What follows belongs to an exercise in optimizing a design on an open flow for small area, a short achievable clock period and few clock cycles per item; a production flow would make more cautious choices. In this exercise RTL edits were held to simulation tests only and were not proved equivalent to the original.

## v6
// trial_division_prime_factorizer_unit
module trial_division_prime_factorizer_unit #(
	parameter int MAX_DIVISOR = 1048576
) (
	input  logic                         clk,
	input  logic                         arst_n,
	input  logic                         s_tvalid,
	output logic                         s_tready,
	input  logic [tdpf_pkg::NUM_W-1:0]   s_tdata,   
	output logic                         m_tvalid,
	input  logic                         m_tready,
	output logic [tdpf_pkg::TDATA_W-1:0] m_tdata,   
	output logic [tdpf_pkg::STATUS_W-1:0] m_tuser,  
	output logic                         m_tlast,
	input  logic                         cfg_valid,
	output logic                         cfg_ready,
	input  logic [tdpf_pkg::CFG_W-1:0]   cfg_data   
);
	localparam int K  = 4;                    
	localparam int W  = 20;                   
	localparam int WN = 10;                   
	localparam int M  = 2;                    
	localparam int NC = (64 + K - 1) / K;     
	localparam int CW = $clog2(NC);
	localparam int LI = (M > 1) ? $clog2(M) : 1;
	typedef enum logic [3:0] {
		S_IDLE, S_CHK, S_TWO, S_SEL, S_TEST, S_EVAL, S_WRITE, S_WB, S_FIN, S_OUT
	} state_t;
	state_t        state_q;
	logic [20:0]   cfg_q;
	logic [63:0]   p_q;         
	logic [6:0]    l_q;         
	logic [20:0]   lim_q;       
	logic [CW-1:0] cyc_q;       
	logic [7:0]    left_q;      
	logic          seen_q;      
	logic          retest_q;    
	logic [LI-1:0] sel_q;       
	logic [M-1:0]  en_q;        
	logic [M-1:0]  pend_q;      
	logic [20:0]   ds_q;
	logic          pv_q, gt_q;  
	logic          wheel_q;     
	logic [2:0]    widx_q;
	logic [2:0]    r7_q;
	logic [3:0]    r11_q, r13_q;
	logic [W-1:0]  q0_q;
	logic [WN-1:0] qn_q [M];
	logic [LI:0]   qcnt_q;
	logic [W:0]    s0_q, c0_q;
	logic          ci0_q;
	logic [W-1:0]  d0_q;
	logic [WN:0]   sn_q [M];
	logic [WN:0]   cn_q [M];
	logic          cin_q [M];
	logic [WN-1:0] dn_q [M];
	logic [5:0]    cnt2_q;
	logic [3:0]    top_q;
	logic          ne_q;        
  ...
Settings: LEC_CHECK=0, CAP_MARGIN=20, CORE_MARGIN=2, CORE_UTILIZATION=40, SLEW_MARGIN=20; clock period 6.0 ns.
run.sh (not shown) runs the stock make flow with config.mk's settings and CLKGATE_MAP_FILE= SYNTH_SCRIPT=/design/flow/synth_recipe.tcl, a recipe that flattens the netlist after the stock synthesis.
Testbench counts of v6, summed over its fixed seeds: cycles 131,364, items 320.
Here is what was changed in the inputs of v7 compared with v6.
# v6
export LEC_CHECK = 0
export CAP_MARGIN = 20
export CORE_MARGIN = 2
export CORE_UTILIZATION = 40
export SLEW_MARGIN = 20
create_clock -name core_clock -period 6.0 [get_ports {clk}]
# v7
export LEC_CHECK = 0
export CAP_MARGIN = 20
export CORE_MARGIN = 2
export CORE_UTILIZATION = 40
export SETUP_SLACK_MARGIN = 2.5
export SLEW_MARGIN = 20
create_clock -name core_clock -period 6.0 [get_ports {clk}]
==> comparison <==
- Re growth of design area from synthesis to finish: v7 and v6 aren't equal, and the higher value belongs to v7.
- Run comparison: v6 beginning of the critical path s0_q[0]; v7 beginning of the critical path ci0_q
- Looking at leading cell category by total area, the registers result is from v6; the multi-input combinational cells one comes from v7.
- Final net count in v7 is 165 above v6.
- Relative to v6, the final critical-path share of the clock period of v7 is lower by 14 points.
- Diff v6 -> v7: hold slack higher, final count of pins violating max slew stayed essentially flat.
- [compare] base=v6 new=v7: non-clock buffer instance count of the final layout +161, core utilization moved up, post-detailed-routing wire length moved up.
- The setup slack of v7 is larger than that of v6.
- | cell area | v7 vs v6 | about 9% higher |

Another version of the RTL of trial_division_prime_factorizer_unit (not shown whole).
For scale: about 770 flip-flops, ~180 I/O pins, about 52000 um^2 of cells after synthesis.
clock: 6.0 ns
lec_check: 0
cap_margin: 20
core_margin: 2
core_utilization: 65
setup_slack_margin: 1.0
slew_margin: 20
Testbench counts at the start, summed over its fixed seeds: cycles 63,615, items 320.
Rerun with:
CORE_UTILIZATION = 40   (was 65)
SETUP_SLACK_MARGIN = 1.5   (was 1.0)
Design area rises by a few percent; die area rises by well over a third; global-route usage falls by 13 points; flip-flop and latch count is unchanged; routed wire length rises by a little under a tenth; cell count rises by roughly a tenth.
Rerun with:
CORE_UTILIZATION = 55   (was 40)
SETUP_SLACK_MARGIN = 1.2   (was 1.5)
Effect: Setup slack improves by 0.066 ns; register-to-register slack gets better by 0.16 ns; sequential cell count stays the same; area after synthesis stays the same; die area shrinks by 27%; wire length falls by 2.2%; final area fell by 4.2%.

trial_division_prime_factorizer_unit, a different RTL version from the one above (not shown whole).
For scale: ~780 flip-flops, ~180 I/O pins.
## trial_division_prime_factorizer_unit
module trial_division_prime_factorizer_unit #(
	parameter int MAX_DIVISOR = 1048576
) (
	input  logic                         clk,
	input  logic                         arst_n,
	input  logic                         s_tvalid,
	output logic                         s_tready,
	input  logic [tdpf_pkg::NUM_W-1:0]   s_tdata,   
	output logic                         m_tvalid,
	input  logic                         m_tready,
	output logic [tdpf_pkg::TDATA_W-1:0] m_tdata,   
	output logic [tdpf_pkg::STATUS_W-1:0] m_tuser,  
	output logic                         m_tlast,
	input  logic                         cfg_valid,
	output logic                         cfg_ready,
	input  logic [tdpf_pkg::CFG_W-1:0]   cfg_data   
);
Settings: LEC_CHECK=0, CAP_MARGIN=20, CORE_MARGIN=2, CORE_UTILIZATION=40, SETUP_SLACK_MARGIN=2.5, SLEW_MARGIN=20; clock period 6.0 ns.
Testbench counts at the start, summed over its fixed seeds: cycles 70,139, items 320.
Rerun with:
- SETUP_SLACK_MARGIN: 2.5 -> 1.5
After rerunning: Worst setup slack is better by 44 ps; utilization fell by 4.1 points; design area fell by 7.9%; wire length fell by 8.1%; fmax rose by 0.94%; cell count fell by 3.2%; synthesized area stays the same.

## alpha
trial_division_prime_factorizer_unit, a different RTL version from the one above (not shown whole).
Size in the first run: ~5500 cells after synthesis, ~820 flip-flops, ~180 I/O pins, ~56000 sq um of cells after synthesis.
Settings: LEC_CHECK=0, CAP_MARGIN=20, CORE_MARGIN=2, CORE_UTILIZATION=55, SETUP_SLACK_MARGIN=1.5, SLEW_MARGIN=20; clock period 6.0 ns.
alpha went all the way through synthesis, placement and routing and the layout is clean on timing, DRC and antenna.
Testbench counts of alpha, summed over its fixed seeds: cycles 56,858, items 320.
For beta, these inputs were changed with respect to alpha:
-- flow/config.mk --
<<< alpha, line 10
export CORE_UTILIZATION = 55
export SETUP_SLACK_MARGIN = 1.5
export SLEW_MARGIN = 20
>>> beta, line 10
export CORE_UTILIZATION = 55
export SETUP_SLACK_MARGIN = 1.2
export SLEW_MARGIN = 20
### Flow results
beta -> alpha: insertion delay of the later-clocked pin in the worst-skew pair flat
Cmp beta vs alpha: buffer and inverter count on the worst path higher in beta
In terms of area taken by flip-flops and latches, beta and alpha differ only marginally.
Sort beta and alpha by wire length on met1 desc -> top: alpha
beta vs alpha — wire length dropped by a few percent
Per the comparison of beta with alpha, area growth from synthesis to layout decreased 4.4 points, setup slack of the critical path after layout decreased 0.059 ns.

-- static timing again, ports no longer ideal --
The flow's constraints put no driver on any port. The routed layouts listed below were extracted and timed again, unchanged, in two steps. Step 1 sets driving cells, clkbuf_16 on the clock port and buf_2 on the other inputs (assumed; they add their load-dependent delay and slew). Step 2, shift: input delay + t, output delay - t, t = (earliest + latest rising clock arrival at the registers) / 2. This alone moves slack from input paths to output paths. Slacks: no drivers / after step 1 / after step 2; pairs: no drivers / after step 1.
run	t, ns	setup WS [ns]	worst setup path after step 2	pins driven straight from the clock port
v6	0.685	0.497 / 0.497 / 0.497	register to register	1
v7	0.691	1.364 / 1.364 / 1.364	register to register	1
the first run of note 2	0.722	0.932 / 0.865 / 1.110	register to register	1
the second run of note 2	0.746	1.129 / 1.129 / 1.129	register to register	1
the third run of note 2	0.754	1.195 / 1.117 / 1.287	register to register	1
the first run of note 3	0.746	1.219 / 1.219 / 1.219	register to register	1
the second run of note 3	0.743	1.264 / 1.264 / 1.264	register to register	1
alpha	0.768	1.108 / 1.108 / 1.108	register to register	1
beta	0.756	1.049 / 1.049 / 1.049	register to register	1
After both steps setup and hold are still met in every run listed.
